This design comes from an exercise in tuning for small area and few clock cycles per item on the open sky130 flow, not from production work.
Function was checked by simulation only, so behaviour that the tests miss may differ from the original.
Power is estimated from default activity; no workload was simulated.

## cedar
## s_expression_tokenizer_core
module s_expression_tokenizer_core
#(
  parameter int unsigned LINE_BITS   = 20,
  parameter int unsigned COLUMN_BITS = 16,
  parameter int unsigned QDEPTH      = 0
) (
  input  logic        clk_i,
  input  logic        rst_ni,
  input  logic        in_valid_i,
  output logic        in_stall_o,
  input  logic [1:0]  op_i,
  input  logic [15:0] ch_i,
  output logic        out_valid_o,
  input  logic        out_stall_i,
  output logic        kind_o,
  output logic [15:0] text_char_o,
  output logic [3:0]  token_type_o,
  output logic [19:0] line_number_o,
  output logic [15:0] column_o,
  output logic [15:0] length_o,
  output logic        last_o
);
  logic        item_v, item_take, item_ready;
  logic [1:0]  item_op;
  logic [15:0] item_ch;
  sexl_rqueue #(
    .DEPTH(QDEPTH)
  ) u_queue (
    .clk_i       (clk_i),
    .rst_ni      (rst_ni),
    .in_valid_i  (in_valid_i),
    .in_stall_o  (in_stall_o),
    .op_i        (op_i),
    .ch_i        (ch_i),
    .item_v_o    (item_v),
    .op_o        (item_op),
    .ch_o        (item_ch),
    .item_take_i (item_take),
  ...
export LEC_CHECK = 0
export CAP_MARGIN = 20
export CORE_MARGIN = 2
export CORE_UTILIZATION = 40
export GPL_TIMING_DRIVEN = 0
export SLEW_MARGIN = 20
create_clock -name core_clock -period 5.0 [get_ports {clk_i}]
standard.sh (not shown) runs the stock make flow with config.mk's settings and CLKGATE_MAP_FILE= SYNTH_SCRIPT=/design/flow/synth_recipe.tcl, a recipe that flattens the netlist after the stock synthesis.
==> flow/flow/run.sh <==
#!/bin/bash
# The standard layout with three changes:
#  - synthesis maps with an area-only ABC script (flow/abc_area_map.script
#    in place of ORFS's abc_speed.script; nothing else in synthesis changes)
#  - plain buf_1 cells as the port buffers
#  - a clock tree of clkbuf_4/clkbuf_8 cells with no dummy loads
set -euo pipefail
here=$(pwd)
rm -rf "$here/orfs_scripts"
cp -r "$FLOW_HOME/scripts" "$here/orfs_scripts"
cp "$here/flow/abc_area_map.script" "$here/orfs_scripts/abc_speed.script"
export SCRIPTS_DIR="$here/orfs_scripts"
export BUFFER_PORTS_ARGS="-buffer_cell sky130_fd_sc_hd__buf_1"
export CTS_ARGS="-sink_clustering_enable -repair_clock_nets -dont_use_dummy_load -sink_clustering_size 30 -sink_clustering_max_diameter 100 -buf_list {sky130_fd_sc_hd__clkbuf_4 sky130_fd_sc_hd__clkbuf_8}"
bash standard.sh > standard_flow.log 2>&1
==> flow/flow/abc_area_map.script <==
strash
dch
map -a
topo
stime -c
Testbench counts of cedar, summed over its fixed seeds: cycles 40,481, items 32,013.
Changes in tundra relative to cedar:
- clearing GPL_TIMING_DRIVEN, which used to be 0
==> flow/flow/run.sh <==
#!/bin/bash
# The standard layout, with plain buf_1 cells as the port buffers and no
# dummy loads in the clock tree.
set -euo pipefail
export BUFFER_PORTS_ARGS="-buffer_cell sky130_fd_sc_hd__buf_1"
export CTS_ARGS="-sink_clustering_enable -repair_clock_nets -dont_use_dummy_load"
bash standard.sh > standard_flow.log 2>&1
removed: flow/flow/abc_area_map.script
--- outcome ---
- tundra has area after synthesis above what cedar had.
- tundra vs cedar — relative contribution of combinational cells to total power dropped 6.8 points.
- [tundra] aggregate global-route resource usage rose 2.8 points relative to cedar
- Compared with cedar, tundra shows a higher total power.
- On total net switching power, tundra and cedar are basically level.
- Measured against each other, tundra and cedar differ in clock transition at the registers of the reported paths, the higher figure coming from cedar.
- Looking only at delay contributed by the slowest stage of the critical path, and setting everything else aside, the higher value of tundra and cedar goes to tundra.
Inputs modified between tundra and zinc:
- putting GPL_TIMING_DRIVEN at 0 where nothing was set
==> flow/flow/run.sh <==
#!/bin/bash
# The standard layout with three changes:
#  - synthesis maps with an area-only ABC script (flow/abc_area_map.script
#    in place of ORFS's abc_speed.script; nothing else in synthesis changes)
#  - plain buf_1 cells as the port buffers
#  - a clock tree of clkbuf_4/clkbuf_8 cells with no dummy loads
set -euo pipefail
here=$(pwd)
rm -rf "$here/orfs_scripts"
cp -r "$FLOW_HOME/scripts" "$here/orfs_scripts"
cp "$here/flow/abc_area_map.script" "$here/orfs_scripts/abc_speed.script"
export SCRIPTS_DIR="$here/orfs_scripts"
export BUFFER_PORTS_ARGS="-buffer_cell sky130_fd_sc_hd__buf_1"
export CTS_ARGS="-sink_clustering_enable -repair_clock_nets -dont_use_dummy_load -sink_clustering_size 30 -sink_clustering_max_diameter 100 -buf_list {sky130_fd_sc_hd__clkbuf_4 sky130_fd_sc_hd__clkbuf_8}"
bash standard.sh > standard_flow.log 2>&1
==> flow/flow/abc_area_map.script (new file) <==
strash
dch
map -D 2500
topo
stime -c
[summary]
Compared with tundra, in zinc initial cell density of the core saw little to no change, final instance area saw a decrease, number of global-route vias before repair saw a decrease, fraction of the cycle the final worst path needs saw little to no change. Density: zinc denser than tundra.
Input changes introduced in sierra (baseline for comparison: zinc):
- a deleted GPL_TIMING_DRIVEN that had been 0
==> flow/flow/run.sh <==
#!/bin/bash
# The standard layout, with plain buf_1 cells as the port buffers and a
# smaller clock tree with no dummy loads.
set -euo pipefail
export BUFFER_PORTS_ARGS="-buffer_cell sky130_fd_sc_hd__buf_1"
export CTS_ARGS="-sink_clustering_enable -repair_clock_nets -dont_use_dummy_load -sink_clustering_size 30 -sink_clustering_max_diameter 100 -buf_list {sky130_fd_sc_hd__clkbuf_4 sky130_fd_sc_hd__clkbuf_8}"
export RECOVER_POWER=100
bash standard.sh > standard_flow.log 2>&1
removed: flow/flow/abc_area_map.script
### Flow results
- zinc completed every stage of the flow, and the final layout passed the timing, design-rule and antenna checks.
- The layout from sierra, despite a flow that completed every stage, fails the layout checks, with the failing checks listed as capacitance limit, slew limit.
- Post-synthesis to final-layout area growth: sierra < zinc
- Share of power burned in combinational logic, zinc and sierra: larger value in zinc
- Looking at critical path depth, sierra sits 1 lower than zinc does.
- Number of nets at the end of the flow (sierra over zinc): decrease, 11
- Routed length on met1 for sierra: 1400 um up relative to zinc
- In the reports for zinc and sierra, the smaller HPWL after detailed placement belongs to zinc.
- sierra vs. zinc: clock skew decreased 0.0092 ns; cell area increased 9.2%; maximum number of pins on one net before global-route repair increased 5.
- Compared zinc against sierra; final cell count within noise.
- Cell area after synthesis, zinc and sierra: lower on zinc

---

## oak
s_expression_tokenizer_core, a different RTL version from the one above (not shown whole).
For scale: roughly 480 cells after synthesis, roughly 57 flip-flops, ~98 I/O pins, ~3900 um^2 of cells after synthesis.
Design s_expression_tokenizer_core, start of the top module:
module s_expression_tokenizer_core
#(
  parameter int unsigned LINE_BITS   = 20,
  parameter int unsigned COLUMN_BITS = 16,
  parameter int unsigned QDEPTH      = 0
) (
  input  logic        clk_i,
  input  logic        rst_ni,
  input  logic        in_valid_i,
  output logic        in_stall_o,
  input  logic [1:0]  op_i,
  input  logic [15:0] ch_i,
  output logic        out_valid_o,
  input  logic        out_stall_i,
  output logic        kind_o,
  output logic [15:0] text_char_o,
  output logic [3:0]  token_type_o,
  output logic [19:0] line_number_o,
  output logic [15:0] column_o,
  output logic [15:0] length_o,
  output logic        last_o
);
==> flow/config.mk <==
export PLATFORM = sky130hd
export DESIGN_NAME = s_expression_tokenizer_core
export DESIGN_NICKNAME = s_expression_tokenizer_core
export VERILOG_FILES = /design/flow/design.v
export SDC_FILE = /design/flow/constraint.sdc
export NUM_CORES = 4
export LEC_CHECK = 0
export CAP_MARGIN = 20
export CORE_MARGIN = 2
export CORE_UTILIZATION = 40
export GPL_TIMING_DRIVEN = 0
export SLEW_MARGIN = 20
==> flow/constraint.sdc <==
create_clock -name core_clock -period 5.0 [get_ports {clk_i}]
set_input_delay 1.0000 -clock core_clock [delete_from_list [all_inputs] [get_ports {clk_i}]]
set_output_delay 1.0000 -clock core_clock [all_outputs]
set_load 0.01 [all_outputs]
==> flow/flow/run.sh <==
#!/bin/bash
# The standard layout with three changes:
#  - synthesis maps with an area-only ABC script (flow/abc_area_map.script
#    in place of ORFS's abc_speed.script; nothing else in synthesis changes)
#  - plain buf_1 cells as the port buffers
#  - a clock tree of clkbuf_4 cells with no dummy loads
set -euo pipefail
here=$(pwd)
rm -rf "$here/orfs_scripts"
cp -r "$FLOW_HOME/scripts" "$here/orfs_scripts"
cp "$here/flow/abc_area_map.script" "$here/orfs_scripts/abc_speed.script"
export SCRIPTS_DIR="$here/orfs_scripts"
export BUFFER_PORTS_ARGS="-buffer_cell sky130_fd_sc_hd__buf_1"
export CTS_ARGS="-sink_clustering_enable -repair_clock_nets -dont_use_dummy_load -sink_clustering_size 30 -sink_clustering_max_diameter 100 -buf_list {sky130_fd_sc_hd__clkbuf_4}"
bash standard.sh > standard_flow.log 2>&1
==> flow/flow/abc_area_map.script <==
&get -n
&st
&dch -f
&nf -R 1000 -p
&put
topo
stime -c
Testbench counts of oak, summed over its fixed seeds: cycles 40,481, items 32,013.
The inputs of pine differ from those of oak as listed below.
- a change of CORE_UTILIZATION from 40 to 85
-- flow/flow/run.sh --
<<< oak, line 2
# The standard layout with three changes:
#  - synthesis maps with an area-only ABC script (flow/abc_area_map.script
#    in place of ORFS's abc_speed.script; nothing else in synthesis changes)
>>> pine, line 2
# The standard layout with three changes:
#  - synthesis maps with an area-oriented ABC script (&nf with the delay relaxed) (flow/abc_area_map.script
#    in place of ORFS's abc_speed.script; nothing else in synthesis changes)
==> flow/flow/abc_area_map.script <==
&get -n
&st
&dch
&nf -R 100
&put
topo
stime -c
## What came out
pine did not finish; a tool error ended it in global placement without I/O. The overall die height of pine falls short of that of oak by 31 um. From oak to pine the numbers moved as follows: number of flip-flops and latches in the synthesized netlist level; synthesized instance count grew by 3.
Input changes introduced in birch (baseline for comparison: pine):
- swapping 85 for 40 in CORE_UTILIZATION
-- flow/flow/run.sh --
<<< pine, line 2
# The standard layout with three changes:
#  - synthesis maps with an area-oriented ABC script (&nf with the delay relaxed) (flow/abc_area_map.script
#    in place of ORFS's abc_speed.script; nothing else in synthesis changes)
>>> birch, line 2
# The standard layout with three changes:
#  - synthesis maps with an area-only ABC script (flow/abc_area_map.script
#    in place of ORFS's abc_speed.script; nothing else in synthesis changes)
Results
pine got as far as global placement without I/O, where a tool error ended the run.
birch went all the way through synthesis, placement and routing and the layout is clean on timing, DRC and antenna.
Overall die width (birch over pine): increase, 43%
Summary of birch over pine: die span in y +about 43%, number of unique standard cell types used by synthesis ~0 delta, initial core utilization -49 points.
Edits applied to the flow inputs when going from birch to maple:
- a change of CORE_UTILIZATION from 40 to 65
-- flow/flow/run.sh --
<<< birch, line 2
# The standard layout with three changes:
#  - synthesis maps with an area-only ABC script (flow/abc_area_map.script
#    in place of ORFS's abc_speed.script; nothing else in synthesis changes)
>>> maple, line 2
# The standard layout with three changes:
#  - synthesis maps with an area-oriented ABC script (&nf with the delay relaxed) (flow/abc_area_map.script
#    in place of ORFS's abc_speed.script; nothing else in synthesis changes)
## What came out
- In maple the final period utilization turned out 0.66 points lower than in birch.
- maple ended up with a lower area of the placeable core than birch did.
- Relative to birch, half-perimeter wire length after detailed placement has gone down in maple.

---

s_expression_tokenizer_core again, from the RTL that the note above started with.
==> flow/config.mk <==
export PLATFORM = sky130hd
export DESIGN_NAME = s_expression_tokenizer_core
export DESIGN_NICKNAME = s_expression_tokenizer_core
export VERILOG_FILES = /design/flow/design.v
export SDC_FILE = /design/flow/constraint.sdc
export NUM_CORES = 4
export LEC_CHECK = 0
export CAP_MARGIN = 20
export CORE_MARGIN = 2
export CORE_UTILIZATION = 40
export GPL_TIMING_DRIVEN = 0
export SLEW_MARGIN = 20
==> flow/constraint.sdc <==
create_clock -name core_clock -period 5.0 [get_ports {clk_i}]
set_input_delay 1.0000 -clock core_clock [delete_from_list [all_inputs] [get_ports {clk_i}]]
set_output_delay 1.0000 -clock core_clock [all_outputs]
set_load 0.01 [all_outputs]
==> flow/flow/run.sh <==
#!/bin/bash
# The standard layout with three changes:
#  - synthesis maps with an area-oriented ABC script (amap) (flow/abc_area_map.script
#    in place of ORFS's abc_speed.script; nothing else in synthesis changes)
#  - plain buf_1 cells as the port buffers
#  - a clock tree of clkbuf_4 cells with no dummy loads
set -euo pipefail
here=$(pwd)
rm -rf "$here/orfs_scripts"
cp -r "$FLOW_HOME/scripts" "$here/orfs_scripts"
cp "$here/flow/abc_area_map.script" "$here/orfs_scripts/abc_speed.script"
export SCRIPTS_DIR="$here/orfs_scripts"
export BUFFER_PORTS_ARGS="-buffer_cell sky130_fd_sc_hd__buf_1"
export CTS_ARGS="-sink_clustering_enable -repair_clock_nets -dont_use_dummy_load -sink_clustering_size 30 -sink_clustering_max_diameter 100 -buf_list {sky130_fd_sc_hd__clkbuf_4}"
bash standard.sh > standard_flow.log 2>&1
==> flow/flow/abc_area_map.script <==
strash
dch
amap
topo
stime -c
Testbench counts at the start, summed over its fixed seeds: cycles 40,481, items 32,013.
Rerun with:
==> flow/flow/run.sh (replaced) <==
#!/bin/bash
# The standard layout with three changes:
#  - synthesis maps with an area-only ABC script (flow/abc_area_map.script
#    in place of ORFS's abc_speed.script; nothing else in synthesis changes)
#  - plain buf_1 cells as the port buffers
#  - a clock tree of clkbuf_4/clkbuf_8 cells with no dummy loads
set -euo pipefail
here=$(pwd)
rm -rf "$here/orfs_scripts"
cp -r "$FLOW_HOME/scripts" "$here/orfs_scripts"
cp "$here/flow/abc_area_map.script" "$here/orfs_scripts/abc_speed.script"
export SCRIPTS_DIR="$here/orfs_scripts"
export BUFFER_PORTS_ARGS="-buffer_cell sky130_fd_sc_hd__buf_1"
export CTS_ARGS="-sink_clustering_enable -repair_clock_nets -dont_use_dummy_load -sink_clustering_size 30 -sink_clustering_max_diameter 100 -buf_list {sky130_fd_sc_hd__clkbuf_4 sky130_fd_sc_hd__clkbuf_8}"
bash standard.sh > standard_flow.log 2>&1
==> flow/flow/abc_area_map.script (replaced) <==
strash
dch
map -a
topo
stime -c
CORE_UTILIZATION = 60   (was 40)
After rerunning: Total power drops by about 0.5%; synthesized area climbs by 4.4%; hold slack gains 0.083 ns; first-iteration DRC count climbs by 96%; die area drops by 29%; clock skew drops by 0.0089 ns; cell area drops by about 2%; non-clock buffer count drops by 10.
Rerun with:
==> flow/flow/run.sh (replaced) <==
#!/bin/bash
# The standard layout with three changes:
#  - synthesis maps with an area-oriented ABC script (&nf with the delay relaxed) (flow/abc_area_map.script
#    in place of ORFS's abc_speed.script; nothing else in synthesis changes)
#  - plain buf_1 cells as the port buffers
#  - a clock tree of clkbuf_4 cells with no dummy loads
set -euo pipefail
here=$(pwd)
rm -rf "$here/orfs_scripts"
cp -r "$FLOW_HOME/scripts" "$here/orfs_scripts"
cp "$here/flow/abc_area_map.script" "$here/orfs_scripts/abc_speed.script"
export SCRIPTS_DIR="$here/orfs_scripts"
export BUFFER_PORTS_ARGS="-buffer_cell sky130_fd_sc_hd__buf_1"
export CTS_ARGS="-sink_clustering_enable -repair_clock_nets -dont_use_dummy_load -sink_clustering_size 30 -sink_clustering_max_diameter 100 -buf_list {sky130_fd_sc_hd__clkbuf_4}"
bash standard.sh > standard_flow.log 2>&1
==> flow/flow/abc_area_map.script (replaced) <==
&get -n
&st
&dch
&nf -R 100
&put
topo
stime -c
CORE_UTILIZATION = 40   (was 60)
Total power decreases by 1.3%.
Core utilization falls by 25 points.
Area after synthesis fell by 3.3%.
Via count fell by 8.5%.
Clock-buffer cell count stays the same.
Rerun with:
==> flow/flow/run.sh (replaced) <==
#!/bin/bash
# The standard layout with three changes:
#  - synthesis maps with an area-only ABC script (flow/abc_area_map.script
#    in place of ORFS's abc_speed.script; nothing else in synthesis changes)
#  - plain buf_1 cells as the port buffers
#  - a clock tree of clkbuf_4/clkbuf_8 cells with no dummy loads
set -euo pipefail
here=$(pwd)
rm -rf "$here/orfs_scripts"
cp -r "$FLOW_HOME/scripts" "$here/orfs_scripts"
cp "$here/flow/abc_area_map.script" "$here/orfs_scripts/abc_speed.script"
export SCRIPTS_DIR="$here/orfs_scripts"
export BUFFER_PORTS_ARGS="-buffer_cell sky130_fd_sc_hd__buf_1"
export CTS_ARGS="-sink_clustering_enable -repair_clock_nets -dont_use_dummy_load -sink_clustering_size 30 -sink_clustering_max_diameter 100 -buf_list {sky130_fd_sc_hd__clkbuf_4 sky130_fd_sc_hd__clkbuf_8}"
bash standard.sh > standard_flow.log 2>&1
==> flow/flow/abc_area_map.script (replaced) <==
strash
dch
map -a
topo
stime -c
Result: The new run produced a clean layout. Wire length increases by 1.4%. Non-clock buffer count fell by 5. Core utilization hardly moves. Global-route usage increases by 0.28 points. Cell area climbs by 1.6%. Worst setup slack gains 0.085 ns. Via count goes up by 5.7%.

re-timing with driven ports:
Ports are ideal in the flow. The routed layouts listed here were re-timed in OpenROAD.
Step 1: set_driving_cell puts a clkbuf_16 on clk_i and a buf_2 on each other input, an assumption about the parent block.
Step 2 times the ports against the registers' clock, not the clock port: input delays grow and output delays shrink by t, the midpoint of the rising clock arrivals with the driver on.
Three values: ideal ports, drivers, drivers and shift; two values: the first two.
run | shift t [ns] | setup slack, ns | clock arrival spread, ns | worst register clock-pin slew, ns | cell pins on the clock port's net
cedar | 0.367 | 0.265 / 0.232 / 0.065 | 0.021 / 0.022 | 0.07 / 0.07 | 1
tundra | 0.363 | 0.293 / 0.256 / 0.423 | 0.018 / 0.018 | 0.06 / 0.06 | 1
zinc | 0.350 | 0.286 / 0.255 / 0.042 | 0.035 / 0.034 | 0.08 / 0.08 | 1
sierra | 0.372 | 0.264 / 0.233 / 0.181 | 0.025 / 0.026 | 0.08 / 0.08 | 1
oak | 0.420 | 0.219 / 0.229 / -0.191 | 0.039 / 0.038 | 0.10 / 0.10 | 1
birch | 0.394 | 0.229 / 0.230 / -0.163 | 0.031 / 0.032 | 0.10 / 0.10 | 1
maple | 0.409 | 0.262 / 0.244 / -0.146 | 0.034 / 0.033 | 0.12 / 0.12 | 1
the first run of note 3 | 0.417 | 0.295 / 0.263 / -0.059 | 0.041 / 0.041 | 0.12 / 0.12 | 1
the second run of note 3 | 0.348 | 0.244 / 0.214 / 0.187 | 0.032 / 0.032 | 0.07 / 0.07 | 1
the third run of note 3 | 0.394 | 0.229 / 0.230 / -0.163 | 0.031 / 0.032 | 0.10 / 0.10 | 1
the fourth run of note 3 | 0.351 | 0.314 / 0.282 / 0.073 | 0.018 / 0.018 | 0.06 / 0.06 | 1
Met with ideal ports but missed after step 2: setup timing in 5 of these runs. For oak, which loses most, drivers alone change the setup slack by +0.010 ns; drivers and shift together by -0.410 ns.
